What follows belongs to an exercise in optimizing a design on an open flow for small area and few clock cycles per item; a production flow would make more cautious choices.

==> inputs of run a <==
Design posture_deviation_dwell_detector_unit, start of the top module:
module posture_deviation_dwell_detector_unit
(
    input  logic                               clk,
    input  logic                               rst_n,
    input  logic                               psel,
    input  logic                               penable,
    input  logic                               pwrite,
    input  logic [pdd_pkg::ADDR_W-1:0]         paddr,
    input  logic [pdd_pkg::WORD_W-1:0]         pwdata,
    output logic [pdd_pkg::WORD_W-1:0]         prdata,
    output logic                               pready,
    input  logic                               in_valid,
    output logic                               in_ready,
    input  logic [1:0]                         opcode,
    input  logic signed [pdd_pkg::PITCH_W-1:0] pitch_x10,
    input  logic [pdd_pkg::WORD_W-1:0]         now_ms,
    output logic                               out_valid,
    input  logic                               out_ready,
    output logic [1:0]                         posture,
    output logic signed [pdd_pkg::DEV_W-1:0]   deviation_x10,
    output logic [pdd_pkg::WORD_W-1:0]         session_count,
    output logic [pdd_pkg::WORD_W-1:0]         slouch_time_sec,
    output logic [pdd_pkg::DUR_W-1:0]          longest_session_sec,
    output logic [pdd_pkg::WORD_W-1:0]         since_upright_sec,
    output logic                               event_valid,
    output logic [pdd_pkg::WORD_W-1:0]         event_start_ms,
    output logic [pdd_pkg::DUR_W-1:0]          event_duration_sec,
    output logic [pdd_pkg::MAG_W-1:0]          event_peak_dev_x10
);
==> flow/config.mk <==
export PLATFORM = sky130hd
export DESIGN_NAME = posture_deviation_dwell_detector_unit
export DESIGN_NICKNAME = posture_deviation_dwell_detector_unit
export VERILOG_FILES = /design/flow/design.v
export SDC_FILE = /design/flow/constraint.sdc
export NUM_CORES = 4
export LEC_CHECK = 0
export CAP_MARGIN = 20
export CORE_MARGIN = 2
export CORE_UTILIZATION = 40
export CTS_BUF_LIST = sky130_fd_sc_hd__clkbuf_8
export CTS_CLUSTER_DIAMETER = 60
export CTS_CLUSTER_SIZE = 12
export GPL_TIMING_DRIVEN = 0
export SLEW_MARGIN = 20
==> flow/constraint.sdc <==
create_clock -name core_clock -period 14.0 [get_ports {clk}]
set_input_delay 2.8000 -clock core_clock [delete_from_list [all_inputs] [get_ports {clk}]]
set_output_delay 2.8000 -clock core_clock [all_outputs]
set_load 0.01 [all_outputs]
standard.sh (not shown) runs the stock make flow with config.mk's settings and CLKGATE_MAP_FILE= SYNTH_SCRIPT=/design/flow/synth_recipe.tcl, a recipe that flattens the netlist after the stock synthesis.
==> flow/flow/run.sh <==
#!/bin/bash
# The standard layout (standard.sh, unchanged synthesis), with the port
# buffers made as the smallest plain buffer, buf_1, through an ORFS variable.
# Each tool's output is in standard.log and in the ORFS logs under orfs/logs.
set -o pipefail
export BUFFER_PORTS_ARGS="-buffer_cell sky130_fd_sc_hd__buf_1"
bash standard.sh > standard.log 2>&1
==> run b (differences from run a) <==
--- a/flow/design.v
+++ b/flow/design.v
@@ -6,13 +6,12 @@
     localparam int DWELL_W    = 16;
     localparam int CNT_W      = 6;
     localparam int WORD_W     = 32;
     localparam int DUR_W      = 23;
     localparam int ADDR_W     = 5;
     localparam int IDX_W      = 3;
-    localparam int DIV_ACC    = 5;
     localparam int DIV_BLK    = 9;
     localparam logic [CFG_W-1:0]   CFG_MIN       = 6'd1;
     localparam logic [CFG_W-1:0]   CFG_MAX       = 6'd60;
     localparam logic [CFG_W-1:0]   THRESHOLD_RST = 6'd15;
     localparam logic [CFG_W-1:0]   SUSTAIN_RST   = 6'd5;
     localparam logic [CFG_W-1:0]   RECOVER_RST   = 6'd5;
@@ -169,14 +168,14 @@
     output logic [pdd_pkg::WORD_W-1:0]         since_upright_sec,
     output logic                               event_valid,
     output logic [pdd_pkg::WORD_W-1:0]         event_start_ms,
     output logic [pdd_pkg::DUR_W-1:0]          event_duration_sec,
     output logic [pdd_pkg::MAG_W-1:0]          event_peak_dev_x10
 );
-    localparam int ACC = pdd_pkg::DIV_ACC;
     localparam int BLK = pdd_pkg::DIV_BLK;
+    localparam int SHW = 3 * BLK;
     logic                               out_valid_reg;
     logic [1:0]                         posture_reg;
     logic signed [pdd_pkg::PITCH_W-1:0] baseline_reg;
     logic                               calibrated_reg;
     logic [pdd_pkg::CNT_W-1:0]          dwell_reg;
     logic                               dwell_above_reg;
@@ -188,18 +187,15 @@
     logic [pdd_pkg::WORD_W-1:0]         seconds_reg;
     logic [pdd_pkg::WORD_W-1:0]         since_reg;
     logic                               mark_zero_reg;
     logic                               mark_above_reg;
     logic                               ev_reg;
     logic signed [pdd_pkg::DEV_W-1:0]   dev_reg;
-    logic [ACC-1:0]                     dq_hi_reg;
     logic [6:0]                         dq_rem_reg;
-    logic [2*BLK-1:0]                   dq_sh_reg;
-    logic                               busy_reg;
-    logic                               dq_gt_reg;
-    logic                               dq_eq_reg;
+    logic [SHW-1:0]                     dq_sh_reg;
+    logic [1:0]                         busy_reg;
     logic                               accept;
     logic                               is_tick, is_cal, is_clear;
     logic signed [pdd_pkg::DEV_W-1:0]   dev;
     logic [pdd_pkg::DEV_W-1:0]          dev_abs;
     logic [pdd_pkg::MAG_W-1:0]          mag;
     logic [9:0]                         thr_x10;
@@ -209,25 +205,24 @@
     logic [pdd_pkg::CNT_W-1:0]          above_inc;
     logic [pdd_pkg::CNT_W-1:0]          below_inc;
     logic                               enter, leave, mark;
     logic [15:0]                        sustain_ms;
     logic [pdd_pkg::WORD_W-1:0]         diff;
     logic [pdd_pkg::WORD_W:0]           diff_c;
-    logic [ACC-1:0]                     q_hi;
-    logic [6:0]                         rem_hi;
+    logic                               short_dur;
     logic [BLK-1:0]                     q_blk;
     logic [6:0]                         rem_blk;
-    logic                               mid_gt, mid_eq;
+    logic                               hi_gt, hi_eq;
     logic [BLK-1:0]                     longest_lo;
     logic [pdd_pkg::DUR_W-1:0]          dur;
     logic [pdd_pkg::DUR_W-1:0]          longest_cur;
     logic [pdd_pkg::WORD_W:0]           seconds_inc;
     logic [pdd_pkg::WORD_W:0]           since_inc;
     logic                               tick_acc, clear_acc;
     logic [pdd_pkg::CFG_W-1:0]          slouch_add;
-    assign in_ready = !busy_reg && (!out_valid_reg || out_ready);
+    assign in_ready = (busy_reg == 2'd0) && (!out_valid_reg || out_ready);
     assign accept   = in_valid && in_ready;
     assign is_tick  = (opcode == pdd_pkg::OP_TICK);
     assign is_cal   = (opcode == pdd_pkg::OP_CALIBRATE);
     assign is_clear = (opcode == pdd_pkg::OP_STATS_CLEAR);
     assign dev       = {pitch_x10[10], pitch_x10} - {baseline_reg[10], baseline_reg};
     assign dev_abs   = dev[pdd_pkg::DEV_W-1] ? -dev : dev;
@@ -251,83 +246,60 @@
     assign tick_acc    = accept && is_tick;
     assign seconds_inc = {1'b0, seconds_reg} + {32'd0, tick_acc};
     assign since_inc   = {1'b0, since_reg} + {32'd0, tick_acc};
     assign clear_acc   = accept && is_clear;
     assign slouch_add  = (accept && enter) ? cfg.slouch_delay
                          : {5'd0, tick_acc && calibrated_reg && in_slouch && !leave};
-    always_comb
-    begin
-        logic [7:0] s;
-        rem_hi = {1'b0, diff[31:26]};
-        for (int i = ACC - 1; i >= 0; i--)
-        begin
-            s       = pdd_pkg::div125_step(rem_hi, diff[3 + 2 * BLK + i]);
-            q_hi[i] = s[7];
-            rem_hi  = s[6:0];
-        end
-    end
+    assign short_dur = diff[31:3] < 29'd64000;
     always_comb
     begin
         logic [7:0] s;
         rem_blk = dq_rem_reg;
         for (int i = BLK - 1; i >= 0; i--)
         begin
-            s        = pdd_pkg::div125_step(rem_blk, dq_sh_reg[BLK + i]);
+            s        = pdd_pkg::div125_step(rem_blk, dq_sh_reg[2 * BLK + i]);
             q_blk[i] = s[7];
             rem_blk  = s[6:0];
         end
     end
-    always_comb
-    begin
-        logic [ACC+BLK-1:0] q;
-        logic               gt, eq;
-        q  = {dq_hi_reg, q_blk};
-        gt = 1'b0;
-        eq = 1'b1;
-        for (int i = ACC + BLK - 1; i >= 0; i--)
-        begin
-            gt = gt || (eq && q[i] && !longest_reg[BLK + i]);
-            eq = eq && (q[i] == longest_reg[BLK + i]);
-        end
-        mid_gt = gt;
-        mid_eq = eq;
-    end
+    assign hi_gt = dq_sh_reg[2*BLK-5:0] > longest_reg[pdd_pkg::DUR_W-1:BLK];
+    assign hi_eq = dq_sh_reg[2*BLK-5:0] == longest_reg[pdd_pkg::DUR_W-1:BLK];
     always_comb
     begin
         logic qbig, eq, qb, lb;
-        qbig = ev_reg && dq_gt_reg;
-        eq   = ev_reg && dq_eq_reg;
+        qbig = ev_reg && hi_gt;
+        eq   = ev_reg && hi_eq;
         for (int i = BLK - 1; i >= 0; i--)
         begin
             qb            = q_blk[i];
             lb            = longest_reg[i];
             longest_lo[i] = qbig ? qb : (eq ? (qb || lb) : lb);
             qbig          = qbig || (eq && qb && !lb);
             eq            = eq && (qb == lb);
         end
     end
-    assign dur         = {dq_hi_reg, dq_sh_reg[BLK-1:0], q_blk};
-    assign longest_cur = {(ev_reg && dq_gt_reg) ? {dq_hi_reg, dq_sh_reg[BLK-1:0]}
-                                                : longest_reg[pdd_pkg::DUR_W-1:BLK],
+    assign dur         = {dq_sh_reg[2*BLK-5:0], q_blk};
+    assign longest_cur = {(ev_reg && hi_gt) ? dq_sh_reg[2*BLK-5:0]
+                                            : longest_reg[pdd_pkg::DUR_W-1:BLK],
                           longest_lo};
     always_ff @(posedge clk or negedge rst_n)
     begin
         if (!rst_n)
         begin
             out_valid_reg <= 1'b0;
-            busy_reg      <= 1'b0;
+            busy_reg      <= 2'd0;
         end
-        else if (busy_reg)
+        else if (busy_reg != 2'd0)
         begin
-            out_valid_reg <= 1'b1;
-            busy_reg      <= 1'b0;
+            out_valid_reg <= (busy_reg == 2'd1);
+            busy_reg      <= busy_reg - 2'd1;
         end
         else if (in_ready)
         begin
-            out_valid_reg <= in_valid && !leave;
-            busy_reg      <= in_valid && leave;
+            out_valid_reg <= in_valid && !(leave && !short_dur);
+            busy_reg      <= (in_valid && leave && !short_dur) ? 2'd2 : 2'd0;
         end
     end
     always_ff @(posedge clk or negedge rst_n)
     begin
         if (!rst_n)
         begin
@@ -409,26 +381,28 @@
     end
     always_ff @(posedge clk or negedge rst_n)
     begin
         if (!rst_n)
         begin
             seconds_reg  <= '0;
-            since_reg    <= '0;
             sessions_reg <= '0;
             slouch_reg   <= '0;
         end
         else
         begin
             seconds_reg  <= seconds_inc[pdd_pkg::WORD_W-1:0];
-            since_reg    <= (tick_acc && mark) ? '0 : since_inc[pdd_pkg::WORD_W-1:0];
             sessions_reg <= clear_acc ? '0 : sessions_reg + {31'd0, accept && enter};
             slouch_reg   <= clear_acc ? '0 : slouch_reg + {26'd0, slouch_add};
         end
     end
     always_ff @(posedge clk)
     begin
+        since_reg <= (tick_acc && mark) ? '0 : since_inc[pdd_pkg::WORD_W-1:0];
+    end
+    always_ff @(posedge clk)
+    begin
         if (accept)
         begin
             if (is_tick && calibrated_reg)
             begin
                 dwell_above_reg <= over;
             end
@@ -449,34 +423,33 @@
         end
     end
     always_ff @(posedge clk)
     begin
         if (accept)
         begin
-            dev_reg   <= is_cal ? '0 : dev;
-            dq_gt_reg <= 1'b0;
-            dq_eq_reg <= 1'b0;
-            if (leave)
-            begin
-                dq_hi_reg  <= q_hi;
-                dq_rem_reg <= rem_hi;
-                dq_sh_reg  <= diff[3 +: 2 * BLK];
+            dev_reg <= is_cal ? '0 : dev;
+            if (leave && short_dur)
+            begin
+                dq_rem_reg <= diff[18:12];
+                dq_sh_reg  <= {diff[11:3], {(2 * BLK){1'b0}}};
+            end
+            else if (leave)
+            begin
+                dq_rem_reg <= {5'd0, diff[31:30]};
+                dq_sh_reg  <= diff[29:3];
             end
             else
             begin
-                dq_hi_reg  <= '0;
                 dq_rem_reg <= '0;
                 dq_sh_reg  <= '0;
             end
         end
-        else if (busy_reg)
+        else if (busy_reg != 2'd0)
         begin
             dq_rem_reg <= rem_blk;
-            dq_sh_reg  <= {dq_sh_reg[BLK-1:0], q_blk};
-            dq_gt_reg  <= mid_gt;
-            dq_eq_reg  <= mid_eq;
+            dq_sh_reg  <= {dq_sh_reg[2*BLK-1:0], q_blk};
         end
     end
     assign out_valid           = out_valid_reg;
     assign posture             = posture_reg;
     assign deviation_x10       = dev_reg;
     assign session_count       = sessions_reg;
ABC_AREA = 1   (was default)
==> summary of the runs <==
Run b completed with no timing, DRC or antenna violations. Run a finished with timing, DRC and antenna clean.
Against run b, the via count of run a is larger by 3.7%.
Against run b, the sequential share of layout area of run a is lower by 2.0 points.
In run a the global-route usage is higher than in run b, by 0.70 points.
Clock skew: run b is lower than run a (23 ps).
In run a the area after synthesis is larger than in run b, by 8.0%.
Against run b, the final cell count of run a is smaller by about 3.7%.
In run a the sequential cell count is lower than in run b, by 3.
Function was not checked in any run of this note: the RTL went through the layout flow alone.

==> separate check: timing with driven ports <==
The results above use ideal ports. As a check the final layouts listed here were re-extracted and re-timed, cells and wires unchanged. Step 1, drivers: a clkbuf_16 drives clk and a buf_2 each remaining input, both assumed. Step 2 also shifts input and output timing later by t, the mid clock arrival at the registers, as if the neighbouring blocks saw the same clock. Slacks: ideal ports / drivers / drivers and shift; pairs: ideal ports / drivers.
run	t, ns	slack for setup (ns)	hold slack, ns	slew at the worst register clock pin (ns)	pins driven straight from the clock port
run a	0.673	2.058 / 2.005 / 1.652	0.464 / 0.464 / 0.464	0.10 / 0.10	1
run b	0.616	1.994 / 1.940 / 2.556	0.468 / 0.468 / 0.468	0.09 / 0.09	1
After both steps every run listed still meets setup and hold. For run a, which loses most, drivers alone change the setup slack by -0.053 ns; drivers and shift together by -0.406 ns.
